This design comes from an exercise in tuning for a short achievable clock period and few clock cycles on the open sky130 flow, not from production work.
Only simulation tests tie the RTL to the original design; equivalence was not proved.
Power is estimated from default activity; no workload was simulated.

==> flow/design.v <==
module icache_way (
   input  logic        clk,
   input  logic [3:0]  a_idx,
   input  logic [1:0]  a_off,
   output logic [23:0] a_tag,
   output logic [31:0] a_data,
   input  logic [3:0]  b_idx,
   input  logic [1:0]  b_off,
   output logic [23:0] b_tag,
   output logic [31:0] b_data,
   input  logic        tag_we,
   input  logic [3:0]  tag_idx,
   input  logic [23:0] tag_wd,
   input  logic        dat_we,
   input  logic [3:0]  dat_idx,
   input  logic [1:0]  dat_off,
   input  logic [31:0] dat_wd
);
   logic [31:0] data_mem [64];
   logic [23:0] tag_mem  [16];
   always_ff @(posedge clk) begin
      if (dat_we) data_mem[{dat_idx, dat_off}] <= dat_wd;
      if (tag_we) tag_mem[tag_idx] <= tag_wd;
   end
   assign a_tag  = tag_mem[a_idx];
   assign a_data = data_mem[{a_idx, a_off}];
   assign b_tag  = tag_mem[b_idx];
   assign b_data = data_mem[{b_idx, b_off}];
endmodule
module icache_sa_param #(
   parameter int WAYS       = 2,
   parameter int SETS       = 16,
   parameter int LINE_WORDS = 4,
   parameter int ADDR_W     = 32
) (
   input  logic              clk,
   input  logic              RESET,
   input  logic [ADDR_W-1:0] pc_addr,
   input  logic              pc_valid,
   input  logic              inv,
   output logic [31:0]       instr,
   output logic              hit,
   output logic              stall,
   output logic              mem_req,
   output logic [ADDR_W-1:0] mem_addr,
   input  logic [31:0]       mem_rdata,
   input  logic              mem_rvalid
);
   logic [1:0]  vld_q [SETS];        
   logic [SETS-1:0] rr_q;
   logic        f_act;               
   logic        f_out;               
   logic        f_reqq;              
   logic        f_way;
   logic [3:0]  f_idx;
   logic [23:0] f_tag;
   logic [1:0]  f_off;               
   logic [1:0]  f_cnt;               
   logic [3:0]  f_arr;               
   logic        p_vld;
   logic [29:0] p_a;                 
   logic [29:0] p_n;                 
   logic        p_h;                 
   logic        p_pend;              
   logic        p_miss;              
   logic [31:0] p_data;
   logic [23:0] a_tag  [WAYS];
   logic [31:0] a_data [WAYS];
   logic [23:0] b_tag  [WAYS];
   logic [31:0] b_data [WAYS];
   logic        rd_ret;              
   logic        start;               
   logic        victim;
   assign rd_ret = mem_rvalid && f_out;
   for (genvar g = 0; g < WAYS; g++) begin : g_way
      icache_way u_way (
         .clk     (clk),
         .a_idx   (pc_addr[7:4]),
         .a_off   (pc_addr[3:2]),
         .a_tag   (a_tag[g]),
         .a_data  (a_data[g]),
         .b_idx   (p_n[5:2]),
         .b_off   (p_n[1:0]),
         .b_tag   (b_tag[g]),
         .b_data  (b_data[g]),
         .tag_we  (start && (victim == 1'(g))),
         .tag_idx (p_a[5:2]),
         .tag_wd  (p_a[29:6]),
         .dat_we  (rd_ret && (f_way == 1'(g))),
         .dat_idx (f_idx),
         .dat_off (f_off),
         .dat_wd  (mem_rdata)
      );
   end
   logic        la_h, la_pend, la_miss;
   logic [31:0] la_data;
   logic        lb_h, lb_pend, lb_miss;
   logic [31:0] lb_data;
   always_comb begin
      logic [1:0] m;
      logic       w;
      logic       infl;
      logic       fwd;
      for (int g = 0; g < WAYS; g++)
         m[g] = vld_q[pc_addr[7:4]][g] && (a_tag[g] == pc_addr[31:8]);
      w       = m[1];
      infl    = f_act && (f_idx == pc_addr[7:4]) && (f_way == w);
      fwd     = rd_ret && (f_off == pc_addr[3:2]);
      la_miss = !(|m);
      la_h    = (|m) && (!infl || f_arr[pc_addr[3:2]] || fwd);
      la_pend = (|m) && !la_h;
      la_data = (infl && fwd) ? mem_rdata : a_data[w];
   end
   always_comb begin
      logic [1:0] m;
      logic       w;
      logic       infl;
      logic       fwd;
      for (int g = 0; g < WAYS; g++)
         m[g] = vld_q[p_n[5:2]][g] && (b_tag[g] == p_n[29:6]);
      w       = m[1];
      infl    = f_act && (f_idx == p_n[5:2]) && (f_way == w);
      fwd     = rd_ret && (f_off == p_n[1:0]);
      lb_miss = !(|m);
      lb_h    = (|m) && (!infl || f_arr[p_n[1:0]] || fwd);
      lb_pend = (|m) && !lb_h;
      lb_data = (infl && fwd) ? mem_rdata : b_data[w];
   end
   logic eq;
   logic p_arr;                      
   assign eq     = pc_valid && p_vld && (pc_addr[31:2] == p_a);
   assign p_arr  = p_pend && rd_ret && (f_off == p_a[1:0]);
   assign hit    = eq && (p_h || p_arr);
   assign stall  = !hit;
   assign instr  = p_h ? p_data : mem_rdata;
   assign start    = eq && p_miss && !f_act;
   assign mem_req  = start || f_reqq;
   assign mem_addr = f_act ? {f_tag, f_idx, f_off, 2'b00} : {p_a, 2'b00};
   always_comb begin
      victim = rr_q[p_a[5:2]];
      if (!vld_q[p_a[5:2]][1]) victim = 1'b1;
      if (!vld_q[p_a[5:2]][0]) victim = 1'b0;
   end
   always_ff @(posedge clk) begin
      if (RESET) begin
         for (int s = 0; s < SETS; s++) vld_q[s] <= '0;
         rr_q   <= '0;
         f_act  <= 1'b0;
         f_out  <= 1'b0;
         f_reqq <= 1'b0;
         p_vld  <= 1'b0;
      end else if (inv) begin
         for (int s = 0; s < SETS; s++) vld_q[s] <= '0;
         if (f_act) rr_q[f_idx] <= ~rr_q[f_idx];
         f_act  <= 1'b0;
         f_out  <= 1'b0;
         f_reqq <= 1'b0;
         p_vld  <= 1'b0;
      end else begin
         if (start) begin
            vld_q[p_a[5:2]][victim] <= 1'b1;
            rr_q[p_a[5:2]] <= ~rr_q[p_a[5:2]];
            f_act <= 1'b1;
            f_out <= 1'b1;
         end else if (f_reqq) begin
            f_out  <= 1'b1;
            f_reqq <= 1'b0;
         end else if (rd_ret) begin
            f_out <= 1'b0;
            if (f_cnt == 2'd3) begin
               f_act <= 1'b0;
            end else begin
               f_reqq <= 1'b1;
            end
         end
         if (hit) begin
            p_a    <= p_n;
            p_n    <= p_n + 30'd1;
            p_h    <= lb_h;
            p_pend <= lb_pend;
            p_miss <= lb_miss;
            p_data <= lb_data;
         end else if (pc_valid && !eq) begin
            p_vld  <= 1'b1;
            p_a    <= pc_addr[31:2];
            p_n    <= pc_addr[31:2] + 30'd1;
            p_h    <= la_h;
            p_pend <= la_pend;
            p_miss <= la_miss;
            p_data <= la_data;
         end else if (start) begin
            p_miss <= 1'b0;
            p_pend <= 1'b1;
         end else if (p_arr) begin
            p_pend <= 1'b0;
            p_h    <= 1'b1;
            p_data <= mem_rdata;
         end
      end
   end
   always_ff @(posedge clk) begin
      if (start) begin
         f_way <= victim;
         f_idx <= p_a[5:2];
         f_tag <= p_a[29:6];
         f_off <= p_a[1:0];
         f_cnt <= 2'd0;
         f_arr <= 4'd0;
      end else if (rd_ret) begin
         f_arr[f_off] <= 1'b1;
         f_off <= f_off + 2'd1;
         f_cnt <= f_cnt + 2'd1;
      end
   end
endmodule
==> flow/run.sh <==
#!/bin/bash
# synth_recipe.tcl (not shown) runs the flow's synth.tcl, then flattens the netlist and writes it again
# the make line also repeats each setting of config.mk as NAME=value (left out here)
make -C /OpenROAD-flow-scripts/flow DESIGN_CONFIG=/design/flow/config.mk WORK_HOME=/design/flow/orfs CLKGATE_MAP_FILE= SYNTH_SCRIPT=/design/flow/synth_recipe.tcl finish
==> flow/config.mk <==
export PLATFORM = sky130hd
export DESIGN_NAME = icache_sa_param
export DESIGN_NICKNAME = icache_sa_param
export VERILOG_FILES = /design/flow/design.v
export SDC_FILE = /design/flow/constraint.sdc
export NUM_CORES = 4
export LEC_CHECK = 0
export ABC_CLOCK_PERIOD_IN_PS = 3500
export CAP_MARGIN = 20
export CORE_MARGIN = 2
export CORE_UTILIZATION = 40
export SETUP_SLACK_MARGIN = 4.0
export SLEW_MARGIN = 20
==> flow/constraint.sdc <==
create_clock -name core_clock -period 8.0 [get_ports {clk}]
set_input_delay 1.6000 -clock core_clock [delete_from_list [all_inputs] [get_ports {clk}]]
set_output_delay 1.6000 -clock core_clock [all_outputs]
set_load 0.01 [all_outputs]
==> results.txt <==
Run status
The run finished with no timing, DRC or antenna violations.

Detailed routing
For this run, design rule violations remaining after detail routing come to 0. Dividing the detail-routed via count by the number of cells gives 6.70. The pre-antenna-repair detailed-routing pass consisted of 8 iterations. The number of DRC markers in iteration 0 is 19271.

For this block, the via count after detailed routing is 131486. The final routed wirelength across all metal layers is 815000 microns. Dividing the detail-routed wire length by the instance count gives 41.5 microns. In this run the remaining antenna-violating nets after routing total 0.

Synth
In this run, synthesis inferred 5022 flip-flops with an integrated enable. Summing every instance area after synthesis gives 236000 sq um. Synthesis instantiated 81 different standard cells from the library. Summing the sequential cell areas from Yosys gives 64.1% of the chip area. For this run, the leading register cell type out of synthesis is edfxtp_1. The Yosys step of the flow raised 6 warnings.

After synthesis, the share of flip-flops with an asynchronous set or reset is 0%. The average cell area after synthesis is 22.2 sq um. Synthesis produced a netlist whose cell count is 10624. The synthesized flop and latch total is 5058.

Global route
Global routing finished with a remaining overflow of 0. The via count of the first global-routing pass is 132617. In the global route stage, met1 resource usage came out at 35.3%. Entering global routing, the biggest net connects 130 pins. The first global-routing pass estimated 1100000 microns of wire. The number of antenna violations at the first check in global routing was 53.

The met3 usage in global routing is 6.09%. The global-route layer with the greatest usage is met2. In the global route stage, overall resource usage came out at 26.7%. The global-route track usage on met2 is 41.6%.

Die
The die is 773 microns tall. The initial core utilization is 40.1%. The number of placed I/O pins is 136. The number of core rows is 282. The floorplan step defined a die boundary enclosing 597000 sq um.

The die width is 773 microns. The area of the core is 589000 sq um.

Worst setup path
The type of element launching the critical path is an input pin. The element type at the critical path end is an output pin. Data arrives at the worst endpoint at 3240 ps. The setup path with the least slack is of type input pin to output pin. The register-to-register path setup slack is 3440 ps. The worst register-to-register path ends at p_data[11]. The largest fanout of any net on the critical path is 6. The required time at the endpoint of the critical path is 6400 ps. The logic depth of the worst register-to-register path is 17. The critical path's largest stage delay is 320 ps. Walking the worst path, the cells encountered are buf_12, xor2_4, nor4_2, nand4_1, buf_4, nor3_4, or2_4, buf_6. The slowest stage cell on the critical path is nor4_2.

STA
Headroom to the max-slew limit came out at 14.2%. Setup repair after global routing could not meet its margin everywhere. The hold violation total from the final report came to 0. The final clock skew is 89.9 ps. The setup total negative slack is 0 ps. The maximum clock frequency is 206 MHz.

Subtracting the final worst setup slack from the clock period gives 4840 ps. The max-slew violation total from the final report came to 0. After layout, the worst path uses 60.5% of the clock period. For the pin with the worst max-slew slack, the measured transition is 1290 ps. The final-report setup violation count is 0. The tightest hold path in the finished design has a slack of 473 ps.

Clocking
The number of hold buffers added after CTS was 0. The TritonCTS buffer count is 546. The clock tree from TritonCTS is done. The clock net sink count is 5058. The clock transition at the registers of the reported paths is 60 ps. The maximum buffer depth of the clock tree is 4. CTS placed an instance of clkbuf_16 at the clock tree root. The CTS H-tree depth is 6. Clock latency on the worst-skew pair, taken at its later pin, is 1110 ps.

Worst hold path
The class of the tightest hold or removal check is register to register. The worst hold path was traced through 2 stages. In this run the most critical hold path is launched from f_cnt[1]. The path with the worst hold slack has its endpoint at f_cnt[1].

Placed design
Once placement completed, the tool counted placed cells totaling 18188. Input and output buffers added on the ports amount to 131. After legalization and detailed placement, the total HPWL measured 463000 microns. The placer congestion estimate is 0.925.

Run
The tool flagged a number of max-cap violations equal to 0.

Cells and area
In the final design database the tool counted 11426 nets. The post-route netlist has 45.8% of its cells at a drive strength greater than 1. The filler cells instantiated in the layout total 47842. The area growth from synthesis to layout is 16.5%. The final non-filler cell total is 19614.

Power
For this design the ratio of total power to cell area is 217 nW/um^2. The overall power is 59600 uW. The worst voltage drop across the vdd grid is 0.000232 V.

In this run the static leakage power is 0.0853 uW.
layer usage:
metal | share of wire [%] | vias to the layer above
met5 | 0.077 | -
met4 | 6.2 | 18
met3 | 11 | 1696
met2 | 47 | 8654
met1 | 36 | 72312
li1 | - | 48806
final cells by class:
| class | instances | area (sq um) | share of cell area (%) |
|---|---|---|---|
| Sequential cell | 5058 | 152000 | 55.1 |
| Clock inverter | 265 | 2480 | 0.900 |
| Timing Repair inverter | 1 | 7.51 | 0.00273 |
| Inverter | 83 | 367 | 0.133 |
| Clock buffer | 695 | 14400 | 5.22 |
| Timing Repair Buffer | 1006 | 12500 | 4.56 |
| Multi-Input combinational cell | 4645 | 84100 | 30.5 |
| Antenna cell | 51 | 128 | 0.0464 |
| Tap cell | 7810 | 9770 | 3.55 |
state kept, by name, summed over array words and instances, names as in the netlist, 2 cells and up, named ones only:
signal                cells
vld_q                    32
p_n                      30
g_way.u_way.tag_mem     768
p_data                   32
f_idx                     4
g_way.u_way.data_mem   4096
f_off                     2
f_tag                    24
f_cnt                     2
rr_q                     16
p_a                      30
f_arr                     4
cells by family (layout without fill, tap and decap cells):
| group | after synthesis | after routing | synth area share [%] |
|---|---|---|---|
| adders and majority gates | 16 | 16 | 0.0847 |
| other | 1 | 53 | 0.00159 |
| buffers and inverters | 930 | 2050 | 1.62 |
| DFF | 5058 | 5058 | 64.1 |
| muxes | 3402 | 3402 | 31.1 |
| AOI/OAI and AO/OA | 276 | 278 | 0.785 |
| xor gates and xnor gates | 191 | 191 | 0.708 |
| and+or+nand+nor | 750 | 756 | 1.53 |
per-stage QoR:
step | setup slack (ps) | util (%) | instance area (sq um)
after floorplan | 3130 | - | 238000
after global placement | 1290 | 42.3 | 249000
after detailed placement | 1260 | 42.3 | 249000
after CTS | 3240 | 46.3 | 273000
after global routing | 3180 | 46.7 | 275000
final | 3160 | 46.7 | 275000
synth_stat cells (all sizes together), types with 46 or more instances:
cell | instances | area, sq um
nand3 | 46 | 230
edfxtp | 5022 | 151000
a21oi | 49 | 245
nor3 | 76 | 505
mux2i | 166 | 1670
clkbuf | 689 | 2590
o21ai | 75 | 375
nand2 | 177 | 664
mux4 | 3152 | 71000
xnor2 | 118 | 1030
nor2 | 268 | 1010
inv | 82 | 308
xor2 | 73 | 639
buf | 158 | 937
mux2 | 84 | 946
timing repair:
action / 4_1_cts / 5_1_grt
buffers inserted: 250 / 89
pin swaps: 74 / 50
cloned: 62 / 13
setup endpoints to repair: 3160 / 804
resized for setup: 982 / 258
power by group:
part / total, uW / switching, uW / internal (uW)
clock: 24500 / 10800 / 13700
combinational: 5930 / 3300 / 2620
sequential: 29200 / 69.9 / 29200
how the worst max path moves through the flow:
stage | start | slack (ps) | endpoint
after floorplan | pc_addr[22] | 3130 | p_n[26]
after global placement | pc_addr[4] | 1290 | p_data[9]
after detailed placement | pc_addr[4] | 1260 | p_data[24]
after CTS | pc_addr[8] | 3240 | mem_req
after global routing | pc_addr[24] | 3180 | mem_req
final | pc_addr[24] | 3160 | mem_req
worst max-delay path: cells and delay by family:
family	cells	cell delay, ps
xor+xnor	1	190
buf+inv	3	440
simple gates	4	970
cell usage in the layout (no fill, tap or decap), types with 24 or more instances in the layout:
cell and count:
nand2_4 25, buf_16 57, nor2_4 143, clkinv_2 52, o21ai_0 36, nand4_1 24
and3_1 25, o31ai_1 33, nor3_2 26, clkbuf_16 563, nor2_1 121, clkinv_1 127
bufinv_16 29, o21ai_4 31, nor3_1 42, diode_2 51, mux2_2 65, mux2i_1 126
dfxtp_1 29, edfxtp_1 5022, bufbuf_16 45, buf_4 549, mux4_2 3152, xnor2_1 107
buf_8 33, inv_1 67, buf_12 140, xor2_1 47, clkbuf_1 140, nand2_1 136
nand3_1 38, a21oi_1 48, buf_6 142
Testbench counts, summed over its fixed seeds: cycles 28,326.

[afterwards: timing with drivers on the ports]
The results above use ideal ports. As a check the final layout listed here was re-extracted and re-timed, cells and wires unchanged. Step 1 sets driving cells, clkbuf_16 on the clock port and buf_2 on the other inputs (assumed; they add their load-dependent delay and slew). Step 2 moves the port delays by t, midway between the first and last clock arrival at a register: inputs arrive t later, outputs are due t later. That takes back most of the time a late clock gives input paths. a / b / c = no drivers / after step 1 / after step 2; a / b = the first two.
shift t [ns]: 1.192
slack for setup (ns): 3.156 / 2.871 / 1.897
worst slew at a driven data input, ns: 0.62
pins driven straight from the clock port: 1
After both steps setup and hold are still met in this run. The setup slack of this run moves by -0.285 ns with the drivers and by -1.259 ns with both steps.
